Source: an optimization exercise on an open RTL-to-GDS flow (aim: small area, a short achievable clock period and few clock cycles per item). Production flows keep margins and buffers that such runs may drop. RTL that was checked went through simulation tests only; none was proved equivalent to the original. No activity file was given, so power comes from the tool's default toggle rates.

## old
Design ekf_slam_core, start of the top module:
module ekf_slam_core (
  input  logic          clk,
  input  logic          sys_rst,
  input  logic          i_stage_valid,
  input  logic [76:0]   i_stage_cmd,
  input  logic [31:0]   i_plb_dout,
  input  logic          i_nl_done,
  input  logic [191:0]  i_nl_result,
  output logic          o_stage_ready,
  output logic          o_plb_en,
  output logic          o_plb_we,
  output logic [31:0]   o_plb_addr,
  output logic [31:0]   o_plb_din,
  output logic          o_nl_init,
  output logic [2:0]    o_nl_stage,
  output logic [159:0]  o_nl_operand
);
For scale: ~2800 cells after synthesis, about 270 flip-flops, ~540 I/O pins, ~24000 um^2 of cells after synthesis.
Settings: LEC_CHECK=0, CAP_MARGIN=20, CORE_MARGIN=2, CORE_UTILIZATION=40, SLEW_MARGIN=20; clock period 5.0 ns.
run.sh (not shown) runs the stock make flow with config.mk's settings and CLKGATE_MAP_FILE= SYNTH_SCRIPT=/design/flow/synth_recipe.tcl, a recipe that flattens the netlist after the stock synthesis.
In summary, old completed successfully, with a layout that passed the timing, DRC and antenna checks.
Testbench counts of old, summed over its fixed seeds: cycles 11,719, commands 1,920.
#### Input delta (new over old)
-- flow/design.v --
<<< old, line 239
    if (tag_sw) tag <= in_lk;
  end
  always_ff @(posedge clk) begin
    if (rq_v && rq_w == RD_X)  px <= i_plb_dout;
>>> new, line 239
    if (tag_sw) tag <= in_lk;
  end
  logic [31:0] add0_a, add0_b, add1_a, add1_b, sum0, sum1;
  assign add0_a = c_upd ? c_rk  : px;
  assign add1_a = c_upd ? c_phi : py;
  assign add0_b = c_upd ? ~r0 : (c_prd ? r2 : r3);
  assign add1_b = c_upd ? ~r1 : (c_prd ? r3 : r2);
  assign sum0   = add0_a + add0_b + {31'd0, c_upd};
  assign sum1   = add1_a + add1_b + {31'd0, c_upd};
  always_ff @(posedge clk) begin
    if (rq_v && rq_w == RD_X)  px <= i_plb_dout;
<<< old, line 246
    if (ly_now)                ly <= i_plb_dout;
    if (m_done && c_prd) begin
      px <= px + r2;
      py <= py + r3;
      pt <= pt + r1;
    end
>>> new, line 253
    if (ly_now)                ly <= i_plb_dout;
    if (m_done && c_prd) begin
      px <= sum0;
      py <= sum1;
      pt <= pt + r1;
    end
<<< old, line 259
      c_phi <= in_phi;
    end else if (m_done && !c_prd) begin
      c_rk  <= c_upd ? c_rk - r0 : px + r3;
      c_phi <= c_upd ? c_phi - r1 : py + r2;
    end
    if (m_done && !c_prd) begin
>>> new, line 266
      c_phi <= in_phi;
    end else if (m_done && !c_prd) begin
      c_rk  <= sum0;
      c_phi <= sum1;
    end
    if (m_done && !c_prd) begin
Results
Critical path depth is lower on new
Against old as the reference, new delivers a higher final standard cell utilization of the core.
Where finished layout cell area is concerned, old is outperformed by new.
For worst hold slack, old and new come out practically identical.
old → new: sequential power barely changed, number of global-route vias before repair fell by 4117, sequential fraction of the synthesis area increased 7.8 points, aggregate routed wire length lower.
Filler cell count in the final layout ended up 1168 lower on new than on old.
new ran to completion and came out clean on the timing, DRC and antenna checks.
Changes observed in new relative to old: maximum clock frequency lower, via count decreased by 23% relative to the old numbers, number of standard-cell rows in the floorplan down 9.
The RTL of new was laid out without a check of its function.

ekf_slam_core, a different RTL version from the one above (not shown whole).
Size: roughly 2000 cells after synthesis, ~280 flip-flops, about 19000 um2 of cells after synthesis.
==> flow/design.v (excerpt) <==
module ekf_slam_core (
  input  logic          clk,
  input  logic          sys_rst,
  input  logic          i_stage_valid,
  input  logic [76:0]   i_stage_cmd,
  input  logic [31:0]   i_plb_dout,
  input  logic          i_nl_done,
  input  logic [191:0]  i_nl_result,
  output logic          o_stage_ready,
  output logic          o_plb_en,
  output logic          o_plb_we,
  output logic [31:0]   o_plb_addr,
  output logic [31:0]   o_plb_din,
  output logic          o_nl_init,
  output logic [2:0]    o_nl_stage,
  output logic [159:0]  o_nl_operand
);
  logic [2:0]  in_stage;
  logic [9:0]  in_lk;
  logic [31:0] in_rk, in_phi;
  assign in_stage = i_stage_cmd[76:74];
  assign in_lk    = i_stage_cmd[73:64];
  assign in_rk    = i_stage_cmd[63:32];
  assign in_phi   = i_stage_cmd[31:0];
  logic in_prd, in_new, in_upd, in_legal;
  assign in_prd   = (in_stage == 3'd1);
  assign in_new   = (in_stage == 3'd2);
  assign in_upd   = (in_stage == 3'd3);
  assign in_legal = in_prd | in_new | in_upd;
  logic [31:0] r0, r1, r2, r3;
  assign r0 = i_nl_result[191:160];
  assign r1 = i_nl_result[159:128];
  assign r2 = i_nl_result[127:96];
  assign r3 = i_nl_result[95:64];
  logic        nl_busy;
  logic        def_pend;
  logic        c_prd, c_new, c_upd;
  logic [9:0]  c_lk;
  logic [31:0] c_rk, c_phi;
  logic [31:0] px, py, pt;
  logic        pv;
  logic [1:0]  pp;
  logic [31:0] lx, ly;
  logic [9:0]  tag;
  logic        lxv, lyv;
  logic        lw_q;
  logic        rq_x, rq_y, rq_t, rq_lx, rq_ly;
  logic [1:0]  pw;
  logic [1:0]  ww;
  ...
export LEC_CHECK = 0
export CAP_MARGIN = 20
export CORE_MARGIN = 2
export CORE_UTILIZATION = 40
export SETUP_SLACK_MARGIN = 1.2
export SLEW_MARGIN = 20
export SYNTH_HIERARCHICAL = 1
create_clock -name core_clock -period 5.0 [get_ports {clk}]
standard.sh (not shown) runs the stock make flow with config.mk's settings and CLKGATE_MAP_FILE= SYNTH_SCRIPT=/design/flow/synth_recipe.tcl, a recipe that flattens the netlist after the stock synthesis.
==> flow/flow/run.sh <==
#!/bin/bash
# Standard layout, with plain buffers (buf_1) on the ports in place of the
# delay buffers buffer_ports picks by default.
set -euo pipefail
export BUFFER_PORTS_ARGS="-buffer_cell sky130_fd_sc_hd__buf_1"
bash standard.sh > standard.log 2>&1
Testbench counts at the start, summed over its fixed seeds: cycles 11,126, commands 1,920.
==> next run, changes <==
--- a/flow/design.v
+++ b/flow/design.v
@@ -132,14 +132,14 @@
   assign all_done = ~nl_busy & ~def_pend & (pw == 2'd0) & (ww == 2'd0);
   assign idle     = all_done & ~i_stage_valid;
   logic lx_fly, ly_fly, rd_pose, rd_lx, rd_ly, rd_any;
   assign lx_fly  = rq_lx;
   assign ly_fly  = rq_ly;
   assign rd_pose = ~pv & (pp != 2'd3);
-  assign rd_lx   = ~rd_pose & (lw_q | (def_pend & c_upd)) & ~lxv & ~lx_fly;
-  assign rd_ly   = ~rd_pose & ~rd_lx & (lw_q | (def_pend & c_upd)) & ~lyv & ~ly_fly;
+  assign rd_lx   = ~rd_pose & (lw_q | def_pend) & ~lxv & ~lx_fly;
+  assign rd_ly   = ~rd_pose & ~rd_lx & (lw_q | def_pend) & ~lyv & ~ly_fly;
   assign rd_any  = rd_pose | rd_lx | rd_ly;
   logic rd_q, rd_q2, rd_pri, dl_w, wr_ww, wr_pw, rd;
   assign rd_pri = rd_any & ~(rd_q & rd_q2 & ((ww != 2'd0) | (pw != 2'd0)));
   assign dl_w   = (busy_prd & (pw != 2'd0)) | (busy_nu & (ww != 2'd0));
   assign wr_ww  = dl_w ? busy_nu  : (~rd_pri & (ww != 2'd0));
   assign wr_pw  = dl_w ? busy_prd : (~rd_pri & (ww == 2'd0) & (pw != 2'd0));
@@ -155,21 +155,21 @@
   assign trk = ~nl_busy & ~def_pend & ((ww == 2'd0) | ((ww == 2'd1) & wr_ww));
   logic pw_ok, go_prd, go_new, go_upd, go;
   assign pw_ok  = (pw[1] == 1'b0) | ((pw == 2'd2) & (ww == 2'd0) & ~rd_pri);
   assign go_prd = pw_ok & (~nl_busy | (i_nl_done & ~c_prd));
   assign go_new = ~nl_busy & (~ww[1] | ~rd_pri);
   assign go_upd = trk;
-  assign go     = ~def_pend & ((in_prd & go_prd) | (in_new & go_new) | (in_upd & go_upd));
+  assign go     = pv & ~def_pend & ((in_prd & go_prd) | (in_new & go_new) | (in_upd & go_upd));
   logic accept, def_set, def_ok, init;
   assign accept  = i_stage_valid & go;
-  assign def_set = accept & (~pv | (in_upd & ~l_ok));
-  assign def_ok  = def_pend & pv & (~c_upd | (lxv & lyv & ~l_haz));
+  assign def_set = accept & in_upd & ~l_ok;
+  assign def_ok  = def_pend & lxv & lyv & ~l_haz;
   assign init    = (accept & ~def_set) | def_ok;
   assign o_stage_ready = i_stage_valid ? (go | ~in_legal) : all_done;
   assign o_nl_init     = init;
-  assign o_nl_stage    = def_pend ? {1'b0, c_new | c_upd, c_prd | c_upd} : in_stage;
+  assign o_nl_stage    = def_pend ? 3'd3 : in_stage;
   assign o_nl_operand  = {px, py, pt, lx, ly};
   logic [11:0] w_la;
   logic [10:0] t_p1, t_p2;
   assign w_la = {1'b0, w_lk, 1'b1} + {10'd0, 1'b1, ~ww[1]};
   assign t_p1 = {1'b0, tag} + 11'd1;
   assign t_p2 = {1'b0, tag} + 11'd2;
@@ -277,13 +277,17 @@
     if (ly_fly)                ly <= i_plb_dout;
     if (m_done && c_prd) begin
       px <= sum0;
       py <= sum1;
       pt <= sum2;
     end
-    if (~def_pend & (~nl_busy | i_nl_done)) begin
+    if (def_pend) begin
+      c_prd <= 1'b0;
+      c_new <= 1'b0;
+      c_upd <= 1'b1;
+    end else if (~nl_busy | i_nl_done) begin
       c_prd <= in_prd;
       c_new <= in_new;
       c_upd <= in_upd;
       c_lk  <= in_lk;
     end
     if (m_done && !c_prd) begin
Non-clock buffer count came out lower by 16.
Count of clock-buffer cells in the layout came out higher by 10.
Wire length came out higher by 3.3%.
Via count came out higher by 0.36%.
Synthesized area stays flat.
The RTL of the second run of this note was laid out without a check of its function.

-- port drivers added, routing unchanged --
No port has a modelled driver above. Below, the same layouts with a new extraction and two added sets of constraints.
Step 1, drivers: a clkbuf_16 drives clk and a buf_2 each remaining input, both assumed.
Step 2 moves the port delays by t, midway between the first and last clock arrival at a register: inputs arrive t later, outputs are due t later. That takes back most of the time a late clock gives input paths.
Slacks: no drivers / after step 1 / after step 2; pairs: no drivers / after step 1.
run	shift t [ns]	setup slack, ns	hold slack, ns	worst setup path after step 2	worst data-port slew with drivers (ns)
old	0.617	0.232 / 0.209 / 0.170	0.417 / 0.417 / 0.417	input to register	0.10
new	0.604	0.139 / 0.108 / -0.247	0.418 / 0.418 / 0.418	input to register	0.12
the first run of note 2	0.599	1.185 / 1.128 / 0.836	0.415 / 0.415 / 0.415	input to register	0.09
the second run of note 2	0.603	1.291 / 1.232 / 0.811	0.413 / 0.413 / 0.413	input to register	0.08
With both steps, setup timing fails in new, where it was met with ideal ports. The setup slack of the second run of note 2, which loses most, moves by -0.059 ns with the drivers and by -0.480 ns with both steps.
